Background: an optimization exercise with open tools, aiming at small area, a short achievable clock period and few clock cycles per item. Do not read the settings as production practice.
Function was checked by simulation only, so behaviour that the tests miss may differ from the original.
Power and IR drop assume default switching activity.

==> flow/design.v (excerpt) <==
module mvuTop (
	input logic clk,
	input logic rst,
	input logic wWe,
	input logic [6:0] wAddr,
	input logic [3:0] wData,
	input logic aWe,
	input logic [1:0] aFold,
	input logic [15:0] aData,
	input logic runReq,
	output logic runAck,
	output logic resReq,
	input logic resAck,
	output logic [63:0] resData
);
Settings: LEC_CHECK=0, ABC_AREA=1, CAP_MARGIN=20, CORE_MARGIN=2, CORE_UTILIZATION=40, CTS_BUF_LIST=sky130_fd_sc_hd__clkbuf_4 sky130_fd_sc_hd__clkbuf_8, CTS_CLUSTER_SIZE=30, SETUP_SLACK_MARGIN=3.5, SLEW_MARGIN=20, TNS_END_PERCENT=100; clock period 6.0 ns.
standard.sh (not shown) runs the stock make flow with config.mk's settings and CLKGATE_MAP_FILE= SYNTH_SCRIPT=/design/flow/synth_recipe.tcl, a recipe that flattens the netlist after the stock synthesis.
==> flow/flow/run.sh <==
#!/bin/bash
# The standard ORFS layout (standard.sh), with one change: synthesis maps
# adders through ABC instead of extracting them into the platform's full and
# half adder cells (ADDER_MAP_FILE empty). Everything else, including the
# registers synthesis makes, is the standard flow's.
set -euo pipefail
bash standard.sh ADDER_MAP_FILE= synth > synth.log 2>&1
bash standard.sh ADDER_MAP_FILE= finish > layout.log 2>&1
The first run ran to the end with no violations.
Testbench counts at the start, summed over its fixed seeds: cycles 3,072, runs 256.
Edit:
--- a/flow/design.v
+++ b/flow/design.v
@@ -44,27 +44,24 @@
 	typedef enum logic [2:0] {
 		Idle,      
 		Start,     
 		Res0,      
 		Wait0,     
 		Res1,      
 		Done       
 	} state_e;
 	state_e state;
-	logic [511:0] wmem;     
+	logic [3:0] wmem [128];
 	logic [15:0] act [4];
 	logic [3:0] fresh;      
 	logic dirty;            
 	logic wWeQ;             
-	logic [7:0] wRowQ;      
-	logic [15:0] wColQ;     
-	logic wHiQ;             
-	logic [1:0] wFoldQ;     
+	logic [6:0] wAddrQ;
 	logic [3:0] wDataQ;
 	logic start;            
 	logic passing;          
 	logic pg;
 	logic [1:0] cnt;
 	logic lastMac;          
 	logic lastG;            
 	logic g0Done;           
 	logic g1Done;           
@@ -77,56 +74,51 @@
 	logic [15:0] fa;        
 	logic [AW-1:0] sAcc [4];
 	logic [AW-1:0] cAcc [4];
 	logic [AW-1:0] sIn [4];
 	logic [AW-1:0] cIn [4];
 	logic [AW-1:0] sNext [4];
 	logic [AW-1:0] cNext [4];
 	logic [AW-1:0] ySum [4];
 	logic [AW-1:0] res [4];
-	logic [3:0] resSgnA;
-	logic [3:0] resSgnB;
 	always_ff @(posedge clk) begin
 		if (rst) wWeQ <= 1'b0;
 		else wWeQ <= wWe;
-		for (int i = 0; i < 8; i++) wRowQ[i] <= (wAddr[6:4] == 3'(i));
-		for (int i = 0; i < 16; i++) wColQ[i] <= (wAddr[3:0] == 4'(i));
-		wHiQ <= wAddr[6];
-		wFoldQ <= wAddr[3:2];
+		wAddrQ <= wAddr;
 		wDataQ <= wData;
 	end
 	always_ff @(posedge clk) begin
-		for (int i = 0; i < 128; i++) begin
-			if (wWeQ && wRowQ[i/16] && wColQ[i%16]) wmem[i*4 +: 4] <= wDataQ;
-		end
+		if (wWeQ) wmem[wAddrQ] <= wDataQ;
 	end
 	always_ff @(posedge clk) begin
 		if (aWe) act[aFold] <= aData;
 	end
 	assign start = (state == Idle) && runReq && !resAck && !wWeQ;
 	assign endRun = (state == Done) && !runReq;
 	always_comb begin
 		if (aWe) begin
+			ldEn = 1'b1;
 			ldG = 1'b0;
 			ldF = aFold;
-		end else if (passing) begin
-			ldG = pg;
-			ldF = cnt;
-		end else begin
+		end else if (start) begin
+			ldEn = 1'b1;
 			ldG = !dirty;   
 			ldF = 2'd0;
+		end else begin
+			ldEn = passing;
+			ldG = pg;
+			ldF = cnt;
 		end
 	end
-	assign ldEn = passing || start;
 	always_ff @(posedge clk) begin
 		for (int r = 0; r < 4; r++) begin
 			for (int s = 0; s < 4; s++) begin
-				wsel[r*16 + s*4 +: 4] <= wmem[{ldG, r[1:0], ldF, s[1:0], 2'b00} +: 4];
+				wsel[r*16 + s*4 +: 4] <= wmem[{ldG, r[1:0], ldF, s[1:0]}];
 			end
 		end
 	end
 	always_ff @(posedge clk) begin
 		if (rst) begin
 			fa <= '0;
 		end else if (aWe) begin
 			fa <= aData;
 		end else if (ldEn && fresh[ldF]) begin
@@ -146,22 +138,22 @@
 			lastG <= 1'b0;
 			g0Done <= 1'b0;
 			g1Done <= 1'b0;
 			zacc <= 1'b1;
 		end else begin
 			if (aWe) begin
 				fresh[aFold] <= 1'b1;
 				if (fresh[aFold]) dirty <= 1'b1;
 			end
-			if (wWeQ && !wHiQ && (fresh[wFoldQ] || (aWe && aFold == wFoldQ)))
+			if (wWeQ && !wAddrQ[6] && (fresh[wAddrQ[3:2]] || (aWe && aFold == wAddrQ[3:2])))
 				dirty <= 1'b1;
-			zacc <= endRun || (ldEn && ldF == 2'd0);
-			lastMac <= ldEn && ldF == 2'd3;
+			zacc <= endRun || ((start || passing) && ldF == 2'd0 && !aWe);
+			lastMac <= ldEn && !aWe && ldF == 2'd3;
 			lastG <= ldG;
 			if (start) begin
 				passing <= 1'b1;
 				pg <= ldG;
 				cnt <= 2'd1;
 				g0Done <= !dirty;
 			end else if (passing) begin
 				cnt <= cnt + 2'd1;
 				if (cnt == 2'd3) begin
@@ -1097,27 +1089,16 @@
 	assign a3p0_10 = a3p8_10 & a3p0_7;
 	assign a3g0_11 = a3g8_11 | (a3p8_11 & a3g0_7);
 	assign a3p0_11 = a3p8_11 & a3p0_7;
 	assign ySum[3] = {a3p11_11 ^ a3g0_10, a3p10_10 ^ a3g0_9, a3p9_9 ^ a3g0_8, a3p8_8 ^ a3g0_7, a3p7_7 ^ a3g0_6, a3p6_6 ^ a3g0_5, a3p5_5 ^ a3g0_4, a3p4_4 ^ a3g0_3, a3p3_3 ^ a3g0_2, a3p2_2 ^ a3g0_1, a3p1_1 ^ a3g0_0, a3p0_0};
 	always_ff @(posedge clk) begin
 		if (takeRes) begin
 			for (int p = 0; p < 4; p++) res[p] <= ySum[p];
 		end
 	end
-	always_ff @(posedge clk) begin
-		if (rst) begin
-			resSgnA <= '0;
-			resSgnB <= '1;
-		end else if (takeRes) begin
-			for (int p = 0; p < 4; p++) begin
-				resSgnA[p] <= ySum[p][AW-1];
-				resSgnB[p] <= ySum[p][AW-1];
-			end
-		end
-	end
 	always_comb begin
 		for (int p = 0; p < 4; p++) begin
-			resData[p*16 +: 16] = {resSgnB[p], resSgnA[p], resSgnA[p], res[p][AW-1], res[p]};
+			resData[p*16 +: 16] = {{(16-AW){res[p][AW-1]}}, res[p]};
 		end
 	end
 endmodule
 `default_nettype wire
After rerunning: The changed run ran to the end with no violations. Design area decreases by 1.7%. Sequential cell count fell by 28. Utilization is about the same. Non-clock buffer count climbs by 5. Clock-buffer cell count decreases by 18. Combinational power fell by 8.8%. Worst setup slack degrades by 0.060 ns. Die area went down by about 1.4%. Power is lower by 6.1%.
Testbench counts after the change, summed over its fixed seeds: cycles 3,072, runs 256.

[static timing again, ports no longer ideal]
The results above use ideal ports. As a check the final layouts listed here were re-extracted and re-timed, cells and wires unchanged.
Step 1 sets driving cells, clkbuf_16 on the clock port and buf_2 on the other inputs (assumed; they add their load-dependent delay and slew).
Step 2 moves the port delays by t, midway between the first and last clock arrival at a register: inputs arrive t later, outputs are due t later. That takes back most of the time a late clock gives input paths.
a / b / c = ideal ports / drivers / drivers and shift; a / b = the first two.
run | shift t [ns] | slack for setup (ns) | hold WS [ns] | worst setup path at the end | slew at the worst register clock pin (ns)
the first run | 0.877 | 3.378 / 3.313 / 2.778 | 0.456 / 0.456 / 0.456 | input to register | 0.07 / 0.07
the second run | 0.867 | 3.318 / 3.254 / 2.693 | 0.451 / 0.451 / 0.451 | input to register | 0.07 / 0.07
After both steps every run listed still meets setup and hold. For the second run, which loses most, drivers alone change the setup slack by -0.064 ns; drivers and shift together by -0.625 ns.
